Source: an optimization exercise on an open RTL-to-GDS flow (aim: a short achievable clock period and few clock cycles per item). Production flows keep margins and buffers that such runs may drop.
Function was checked by simulation only, so behaviour that the tests miss may differ from the original.
Power is estimated from default activity; no workload was simulated.

==> module bmem_line_adapter, before the edit <==
module bmem_line_adapter #(
    parameter int ADDR_W = 32,
    parameter int BEAT_W = 64,
    parameter int BEATS  = 4
) (
    input  logic                      clk,
    input  logic                      rst,
    input  logic [ADDR_W-1:0]         i_addr,
    input  logic                      i_read,
    output logic [BEAT_W*BEATS-1:0]   i_rdata,
    output logic                      i_resp,
    input  logic [ADDR_W-1:0]         d_addr,
    input  logic                      d_read,
    input  logic                      d_write,
    input  logic [BEAT_W*BEATS-1:0]   d_wdata,
    output logic [BEAT_W*BEATS-1:0]   d_rdata,
    output logic                      d_resp,
    output logic [ADDR_W-1:0]         bmem_addr,
    output logic                      bmem_read,
    output logic                      bmem_write,
    output logic [BEAT_W-1:0]         bmem_wdata,
    input  logic                      bmem_ready,
    input  logic [ADDR_W-1:0]         bmem_raddr,
    input  logic [BEAT_W-1:0]         bmem_rdata,
    input  logic                      bmem_rvalid
);
    localparam int LINE_W = BEAT_W * BEATS;
    localparam int CNT_W  = $clog2(BEATS);
    localparam int OFS    = bmem_pkg::OFFSET_BITS;
    localparam int LA_W   = ADDR_W - OFS;
    localparam logic [CNT_W-1:0] LAST_BEAT = CNT_W'(BEATS - 1);
    logic               i_rq, d_rq, d_wr_q;
    logic               rreq_q, rwait_q, wr_q;
    logic               idle;
    logic [CNT_W-1:0]   rcnt_q, wcnt_q;
    logic               cur_d_q, last_d_q, i_taken_q, d_taken_q;
    logic [LA_W-1:0]    la_q;         
    logic [LA_W-1:0]    rd_la_q;      
    logic [BEAT_W-1:0]  wdata_q;
    logic               i_resp_q, d_resp_q;
    logic [BEAT_W-1:0]  rdata_q, top_i_q, top_d_q;
    logic               hit_q;
    logic [CNT_W-1:0]   hidx_q;
    logic [LINE_W-BEAT_W-1:0] asm_i_q, asm_d_q;
    logic               pend_i, pend_d, nxt_d, nxt_valid, nxt_wr;
    logic [LA_W-1:0]    nxt_la;
    logic               hit, rd_done, wr_last, wr_done, start;
    assign pend_i = i_rq & ~i_taken_q;
    assign pend_d = d_rq & ~d_taken_q;
    rr_arbiter2 u_arb (
        .req_i   (pend_i),
        .req_d   (pend_d),
        .last_d  (last_d_q),
        .gnt_d   (nxt_d),
        .any_req (nxt_valid)
    );
    assign nxt_wr = nxt_d & d_wr_q;
    assign nxt_la = nxt_d ? d_addr[ADDR_W-1:OFS] : i_addr[ADDR_W-1:OFS];
    assign idle   = ~(rreq_q | rwait_q | wr_q);
    assign hit     = rwait_q & bmem_rvalid & (bmem_raddr == {rd_la_q, {OFS{1'b0}}});
    assign rd_done = hit & (rcnt_q == LAST_BEAT);
    assign wr_last = wr_q & (wcnt_q == LAST_BEAT);
    assign wr_done = wr_last & bmem_ready;
    assign start   = nxt_valid & (idle | rd_done | wr_done);
    always_ff @(posedge clk or posedge rst) begin
        if (rst) begin
            i_rq      <= 1'b0;
            d_rq      <= 1'b0;
            d_wr_q    <= 1'b0;
            rreq_q    <= 1'b0;
            rwait_q   <= 1'b0;
            wr_q      <= 1'b0;
            rcnt_q    <= '0;
            wcnt_q    <= '0;
            cur_d_q   <= 1'b0;
            last_d_q  <= 1'b0;
            i_taken_q <= 1'b0;
            d_taken_q <= 1'b0;
            i_resp_q  <= 1'b0;
            d_resp_q  <= 1'b0;
            hit_q     <= 1'b0;
            hidx_q    <= '0;
        end else begin
            i_rq      <= i_read & ~i_resp_q;
            d_rq      <= (d_read | d_write) & ~d_resp_q;
            d_wr_q    <= d_write;
            rreq_q  <= (rreq_q & ~bmem_ready) | (start & ~nxt_wr);
            wr_q    <= (wr_q & ~wr_done) | (start & nxt_wr);
            rwait_q <= (rreq_q & bmem_ready) | (rwait_q & ~rd_done);
            rcnt_q  <= rwait_q ? rcnt_q + CNT_W'(hit) : '0;
            wcnt_q  <= wr_q ? wcnt_q + CNT_W'(bmem_ready) : '0;
            if (start) begin
                cur_d_q  <= nxt_d;
                last_d_q <= nxt_d;
            end
            i_taken_q <= (start & ~nxt_d) | (i_taken_q & ~i_resp_q);
            d_taken_q <= (start & nxt_d) | (d_taken_q & ~d_resp_q);
            i_resp_q <= rd_done & ~cur_d_q;
            d_resp_q <= (rd_done & cur_d_q) | wr_done;
            hit_q  <= hit;
            hidx_q <= rcnt_q;
        end
    end
    always_ff @(posedge clk) begin
        if (bmem_ready) begin
            if (!(wr_q && !wr_last))
                la_q <= nxt_la;
        end else begin
            if (!(wr_q || rreq_q))
                la_q <= nxt_la;
        end
        if (rreq_q)
            rd_la_q <= la_q;
        if (wr_q) begin
            if (bmem_ready)
                wdata_q <= d_wdata[CNT_W'(wcnt_q + 1'b1)*BEAT_W +: BEAT_W];
        end else begin
            wdata_q <= d_wdata[BEAT_W-1:0];
        end
        rdata_q <= bmem_rdata;
        if (rwait_q && !cur_d_q)
            top_i_q <= bmem_rdata;
        if (rwait_q && cur_d_q)
            top_d_q <= bmem_rdata;
        if (hit_q && hidx_q != LAST_BEAT) begin
            if (!cur_d_q)
                asm_i_q[hidx_q*BEAT_W +: BEAT_W] <= rdata_q;
            else
                asm_d_q[hidx_q*BEAT_W +: BEAT_W] <= rdata_q;
        end
    end
    assign bmem_addr  = {la_q, {OFS{1'b0}}};
    assign bmem_read  = rreq_q;
    assign bmem_write = wr_q;
    assign bmem_wdata = wdata_q;
    assign i_resp     = i_resp_q;
    assign d_resp     = d_resp_q;
    assign i_rdata    = {top_i_q, asm_i_q};
    assign d_rdata    = {top_d_q, asm_d_q};
endmodule
==> flow/config.mk <==
export PLATFORM = sky130hd
export DESIGN_NAME = bmem_line_adapter
export DESIGN_NICKNAME = bmem_line_adapter
export VERILOG_FILES = /design/flow/design.v
export SDC_FILE = /design/flow/constraint.sdc
export NUM_CORES = 4
export LEC_CHECK = 0
export ABC_CLOCK_PERIOD_IN_PS = 1500
export CAP_MARGIN = 20
export CORE_AREA = 5 5 355 355
export DIE_AREA = 0 0 360 360
export SETUP_SLACK_MARGIN = 3.5
export SLEW_MARGIN = 20
==> flow/constraint.sdc <==
create_clock -name core_clock -period 5.0 [get_ports {clk}]
set_input_delay 1.0000 -clock core_clock [delete_from_list [all_inputs] [get_ports {clk}]]
set_output_delay 1.0000 -clock core_clock [all_outputs]
set_load 0.01 [all_outputs]
run.sh (not shown) runs the stock make flow with config.mk's settings and CLKGATE_MAP_FILE= SYNTH_SCRIPT=/design/flow/synth_recipe.tcl, a recipe that flattens the netlist after the stock synthesis.
Testbench counts at the start, summed over its fixed seeds: cycles 31,485, items 4,800.
Change:
--- a/flow/design.v
+++ b/flow/design.v
@@ -52,14 +52,14 @@
     logic               cur_d_q, last_d_q, i_taken_q, d_taken_q;
     logic [LA_W-1:0]    la_q;         
     logic [LA_W-1:0]    rd_la_q;      
     logic [BEAT_W-1:0]  wdata_q;
     logic               i_resp_q, d_resp_q;
-    logic [BEAT_W-1:0]  rdata_q, top_i_q, top_d_q;
+    logic [BEAT_W-1:0]  rdata_q;
     logic               hit_q;
     logic [CNT_W-1:0]   hidx_q;
-    logic [LINE_W-BEAT_W-1:0] asm_i_q, asm_d_q;
+    logic [LINE_W-BEAT_W-1:0] asm_q;
     logic               pend_i, pend_d, nxt_d, nxt_valid, nxt_wr;
     logic [LA_W-1:0]    nxt_la;
     logic               hit, rd_done, wr_last, wr_done, start;
     assign pend_i = i_rq & ~i_taken_q;
     assign pend_d = d_rq & ~d_taken_q;
@@ -132,25 +132,17 @@
                 wdata_q <= d_wdata[CNT_W'(wcnt_q + 1'b1)*BEAT_W +: BEAT_W];
         end else begin
             wdata_q <= d_wdata[BEAT_W-1:0];
         end
         rdata_q <= bmem_rdata;
-        if (rwait_q && !cur_d_q)
-            top_i_q <= bmem_rdata;
-        if (rwait_q && cur_d_q)
-            top_d_q <= bmem_rdata;
-        if (hit_q && hidx_q != LAST_BEAT) begin
-            if (!cur_d_q)
-                asm_i_q[hidx_q*BEAT_W +: BEAT_W] <= rdata_q;
-            else
-                asm_d_q[hidx_q*BEAT_W +: BEAT_W] <= rdata_q;
-        end
+        if (hit_q && hidx_q != LAST_BEAT)
+            asm_q[hidx_q*BEAT_W +: BEAT_W] <= rdata_q;
     end
     assign bmem_addr  = {la_q, {OFS{1'b0}}};
     assign bmem_read  = rreq_q;
     assign bmem_write = wr_q;
     assign bmem_wdata = wdata_q;
     assign i_resp     = i_resp_q;
     assign d_resp     = d_resp_q;
-    assign i_rdata    = {top_i_q, asm_i_q};
-    assign d_rdata    = {top_d_q, asm_d_q};
+    assign i_rdata    = {rdata_q, asm_q};
+    assign d_rdata    = {rdata_q, asm_q};
 endmodule
Result:
- die area is unchanged
- wire length went down by roughly a tenth
- non-clock buffer count is lower by 176
- global-route usage falls by 2.4 points
- final area came out lower by a quarter to a third
- setup slack improves by 7.3 ps
- sequential cell count went down by 320
- clock skew is about the same
- power decreases by well over a third
- synthesized cell count falls by about a fifth
Testbench counts after the change, summed over its fixed seeds: cycles 31,485, items 4,800.

==> re-timing with driven ports <==
Ports are ideal in the flow. The routed layouts listed here were re-timed in OpenROAD. Step 1: set_driving_cell puts a clkbuf_16 on clk and a buf_2 on each other input, an assumption about the parent block. Step 2 adds t to the input delays and takes it off the output delays; t is the mean of the earliest and latest rising clock arrival at the registers after step 1. Input paths then give back, and output paths get back, about the clock's delay inside the block. Three values: no drivers, after step 1, after step 2; two values: the first two.
run	shift t [ns]	slack for setup (ns)	worst setup path after step 2
the first run	0.739	2.634 / 2.568 / 2.362	input to register
the second run	0.699	2.641 / 2.580 / 2.016	input to register
After both steps setup and hold are still met in every run listed. For the second run, which loses most, drivers alone change the setup slack by -0.061 ns; drivers and shift together by -0.625 ns.
